Context: an optimization exercise on an open-source flow, tuned for small area and a short achievable clock period. The choices shown serve that exercise and are no tape-out recipe. Power figures rest on the tool's default switching activity, not on a simulated workload.

== before ==
==> module fairq_eac_add, before the edit <==
module fairq_eac_add (
   input  logic [15:0] a,
   input  logic [15:0] b,
   output logic [15:0] s
);
   logic [15:0] g [5];
   logic [15:0] p [5];
   logic [15:0] c;
   assign g[0] = a & b;
   assign p[0] = a | b;
   for (genvar l = 0; l < 4; l++) begin : g_level
      for (genvar i = 0; i < 16; i++) begin : g_bit
         assign g[l+1][i] = g[l][i] | (p[l][i] & g[l][(i+16-(1<<l))%16]);
         if (l < 3) begin : g_prop
            assign p[l+1][i] = p[l][i] & p[l][(i+16-(1<<l))%16];
         end else begin : g_noprop
            assign p[l+1][i] = 1'b0;
         end
      end
   end
   assign c = {g[4][14:0], g[4][15]};
   assign s = a ^ (b ^ c);
endmodule
==> module fairq_window_rewriter, before the edit <==
module fairq_window_rewriter (
   input  logic                    clk,
   input  logic                    reset,
   input  logic                    clear,
   input  logic                    in_wr,
   input  fairq_pkg::ctrl_t        in_ctrl,
   input  fairq_pkg::data_word_t   in_data,
   input  logic                    rewrite_word,
   input  fairq_pkg::queue_idx_t   src_queue,
   input  logic                    port_free,
   output fairq_pkg::queue_idx_t   div_queue,
   output fairq_pkg::queue_idx_t   div_queue_next,
   input  logic                    port_live,
   input  logic [16:0]             port_cap4,
   input  fairq_pkg::flow_count_t  port_open,
   input  fairq_pkg::flow_count_t  port_diff,
   output logic                    out_wr,
   output fairq_pkg::ctrl_t        out_ctrl,
   output fairq_pkg::data_word_t   out_data
);
   localparam logic [3:0] LAST = 4'd15;
   logic [3:0]    step_count;
   logic [15:0]   divisor;
   logic [15:0]   remainder;
   logic [12:0]   quotient;
   logic          live_s;
   logic          sat;
   logic          open_ge;
   logic [15:0]   unused_open_d;
   logic          diff_ok;
   logic          diff_ok_r;
   logic [16:0]   part;
   logic [16:0]   dif;
   logic          ge;
   logic          sat_lo;
   logic [3:0]    unused_sat_d;
   logic [12:0]   code;
   fairq_sub #(.W(16)) u_flows (
      .a  (port_open),
      .b  (port_diff),
      .d  (unused_open_d),
      .ge (open_ge)
   );
   assign diff_ok = (port_diff != 16'd0) && open_ge;
   fairq_sub #(.W(4)) u_sat (
      .a  (remainder[3:0]),
      .b  (divisor[3:0]),
      .d  (unused_sat_d),
      .ge (sat_lo)
   );
   assign part = {remainder, quotient[12]};
   fairq_sub #(.W(17)) u_step (
      .a  (part),
      .b  ({1'b0, divisor}),
      .d  (dif),
      .ge (ge)
   );
   always_ff @(posedge clk) begin
      if (reset || clear) begin
         step_count <= 4'd0;
      end else if (step_count == 4'd0) begin
         if (port_free) step_count <= 4'd1;
      end else if (step_count == LAST) begin
         step_count <= 4'd0;
      end else begin
         step_count <= step_count + 4'd1;
      end
   end
   assign div_queue_next = reset ? 3'd0 :
                           (step_count == LAST) ? div_queue + 3'd1 : div_queue;
   always_ff @(posedge clk) begin
      div_queue <= div_queue_next;
   end
   always_ff @(posedge clk) begin
      if (step_count == 4'd0) begin
         live_s    <= port_live;
         diff_ok_r <= diff_ok;
         divisor   <= port_diff;
         remainder <= {12'd0, port_cap4[16:13]};
         quotient  <= port_cap4[12:0];
      end else if (step_count == 4'd1) begin
         if (!diff_ok_r) divisor <= 16'd1;
      end else if (step_count != LAST) begin
         if (step_count == 4'd2)
            sat <= (divisor[15:4] == 12'd0) && sat_lo;
         remainder <= ge ? dif[15:0] : part[15:0];
         quotient  <= {quotient[11:0], ge};
      end
   end
   always_comb begin
      if (!live_s)                     code = 13'd0;
      else if (sat)                    code = 13'd1;
      else if (quotient[12:8] == 5'd0) code = 13'h100;
      else                             code = quotient;
   end
   logic [12:0]   win_code [8];
   logic [12:0]   code_bus;
   logic [12:0]   src_code;
   assign code_bus = clear ? 13'd0 : code;
   for (genvar q = 0; q < 8; q++) begin : g_code
      always_ff @(posedge clk) begin
         if (clear || (step_count == LAST && div_queue == 3'(q)))
            win_code[q] <= code_bus;
      end
   end
   assign src_code = win_code[src_queue];
   logic                  has_share;
   fairq_pkg::window_t    new_window;
   fairq_pkg::window_t    new_window_n;
   always_ff @(posedge clk) begin
      has_share    <= (src_code != 13'd0);
      new_window   <= (src_code[12:8] == 5'd0) ? 16'hFFFF : {src_code, 3'b000};
      new_window_n <= (src_code[12:8] == 5'd0) ? 16'h0000 : ~{src_code, 3'b000};
   end
   fairq_pkg::window_t    old_window;
   fairq_pkg::window_t    old_checksum;
   fairq_pkg::window_t    csa_sum;
   fairq_pkg::window_t    csa_carry;
   fairq_pkg::window_t    ck_sum;
   fairq_pkg::data_word_t data_next;
   assign old_window   = in_data[63:48];
   assign old_checksum = in_data[47:32];
   assign csa_sum   = old_window ^ (old_checksum ^ new_window);
   assign csa_carry = (new_window & ~(old_window & old_checksum)) |
                      (new_window_n & ~(old_window | old_checksum));
   fairq_eac_add u_ck (
      .a (csa_sum),
      .b ({csa_carry[14:0], csa_carry[15]}),
      .s (ck_sum)
   );
   assign data_next = (rewrite_word && has_share) ?
                      {new_window, ~ck_sum, in_data[31:0]} : in_data;
   always_ff @(posedge clk) begin
      if (reset) out_wr <= 1'b0;
      else       out_wr <= in_wr;
   end
   always_ff @(posedge clk) begin
      out_ctrl <= in_ctrl;
      out_data <= data_next;
   end
endmodule
Settings: LEC_CHECK=0, CAP_MARGIN=20, CORE_MARGIN=2, CORE_UTILIZATION=40, CTS_CLUSTER_DIAMETER=150, CTS_CLUSTER_SIZE=20, SLEW_MARGIN=20; clock period 8.5 ns.
standard.sh (not shown) runs the stock make flow with config.mk's settings and CLKGATE_MAP_FILE= SYNTH_SCRIPT=/design/flow/synth_recipe.tcl, a recipe that flattens the netlist after the stock synthesis.
==> flow/flow/run.sh <==
#!/bin/bash
# The standard layout (standard.sh, unchanged synthesis and steps) with two
# knobs the flow settings cannot reach: port buffers are buf_2 cells instead
# of the default delay cells, and timing repair aims for a larger setup slack.
# make's output goes to flow.log here; each ORFS step keeps its own log under
# orfs/logs/.
set -euo pipefail
export BUFFER_PORTS_ARGS="-buffer_cell sky130_fd_sc_hd__buf_2"
export SETUP_SLACK_MARGIN=5.3
bash standard.sh > flow.log 2>&1
> inputs changed (before -> after)
--- a/flow/design.v
+++ b/flow/design.v
@@ -185,14 +185,13 @@
    assign d  = x ^ {g[L][W-2:0], 1'b1};
    assign ge = g[L][W-1];
 endmodule
-module fairq_eac_add (
+module fairq_eac_carry (
    input  logic [15:0] a,
    input  logic [15:0] b,
-   output logic [15:0] s
+   output logic [15:0] c
 );
    logic [15:0] g [5];
    logic [15:0] p [5];
-   logic [15:0] c;
    assign g[0] = a & b;
    assign p[0] = a | b;
    for (genvar l = 0; l < 4; l++) begin : g_level
@@ -206,7 +205,6 @@
       end
    end
    assign c = {g[4][14:0], g[4][15]};
-   assign s = a ^ (b ^ c);
 endmodule
 module fairq_window_rewriter (
    input  logic                    clk,
@@ -326,28 +324,39 @@
    fairq_pkg::window_t    old_checksum;
    fairq_pkg::window_t    csa_sum;
    fairq_pkg::window_t    csa_carry;
-   fairq_pkg::window_t    ck_sum;
-   fairq_pkg::data_word_t data_next;
    assign old_window   = in_data[63:48];
    assign old_checksum = in_data[47:32];
+   logic [15:0]           csa_rot;
+   logic [15:0]           ck_carry;
+   logic [15:0]           ck_half;
+   logic                  rewrite;
+   fairq_pkg::window_t    ck_part;
+   fairq_pkg::window_t    ck_carry_r;
    assign csa_sum   = old_window ^ (old_checksum ^ new_window);
    assign csa_carry = (new_window & ~(old_window & old_checksum)) |
                       (new_window_n & ~(old_window | old_checksum));
-   fairq_eac_add u_ck (
+   assign csa_rot   = {csa_carry[14:0], csa_carry[15]};
+   fairq_eac_carry u_ck (
       .a (csa_sum),
-      .b ({csa_carry[14:0], csa_carry[15]}),
-      .s (ck_sum)
+      .b (csa_rot),
+      .c (ck_carry)
    );
-   assign data_next = (rewrite_word && has_share) ?
-                      {new_window, ~ck_sum, in_data[31:0]} : in_data;
+   assign ck_half = old_window ^ (old_checksum ^ (new_window ^ csa_rot));
+   assign rewrite = rewrite_word && has_share;
    always_ff @(posedge clk) begin
       if (reset) out_wr <= 1'b0;
       else       out_wr <= in_wr;
    end
+   fairq_pkg::window_t    out_window;
+   logic [31:0]           out_low;
    always_ff @(posedge clk) begin
-      out_ctrl <= in_ctrl;
-      out_data <= data_next;
+      out_ctrl   <= in_ctrl;
+      out_window <= rewrite ? new_window : old_window;
+      out_low    <= in_data[31:0];
+      ck_part    <= rewrite ? ~ck_half : old_checksum;
+      ck_carry_r <= rewrite ? ck_carry : 16'd0;
    end
+   assign out_data = {out_window, ck_part ^ ck_carry_r, out_low};
 endmodule
 `default_nettype wire
 `timescale 1ns/1ps
### Flow results
Final core utilization: before vs after — no meaningful difference. after has cell depth of the worst hold path below what before had. Across both runs, first-iteration DRC count was higher for after than for before. Total power, after vs before: down slightly. Comparing before with after, the initial standard-cell utilization of the core came out essentially unchanged. Diff before..after | site row count | unchanged. Looking at total number of cells along the worst setup path across before and after, the one that comes out higher is after. Going from before to after, net count after synthesis picked up an extra about 1.4%, via count rose by 180, global-route wire length before repair went up, global-route usage moved up, switching power summed over all nets fell 0.018 mW.
No functional check of the RTL was part of any run of this note.

-- separate check: timing with driven ports --
In the flow no input, the clock included, has a driving cell. The finished layouts below were timed again as built, in two steps.
Step 1 sets driving cells, clkbuf_16 on the clock port and buf_2 on the other inputs (assumed; they add their load-dependent delay and slew).
Step 2 moves the port delays by t, midway between the first and last clock arrival at a register: inputs arrive t later, outputs are due t later. That takes back most of the time a late clock gives input paths.
Three values: ideal ports, drivers, drivers and shift; two values: the first two.
run | t (ns) | setup WS [ns] | slew at the worst register clock pin (ns)
before | 0.669 | 5.175 / 5.190 / 4.521 | 0.10 / 0.10
after | 0.659 | 5.165 / 5.183 / 4.524 | 0.09 / 0.09
After both steps setup and hold are still met in every run listed. The setup slack of before, which loses most, moves by +0.015 ns with the drivers and by -0.654 ns with both steps.
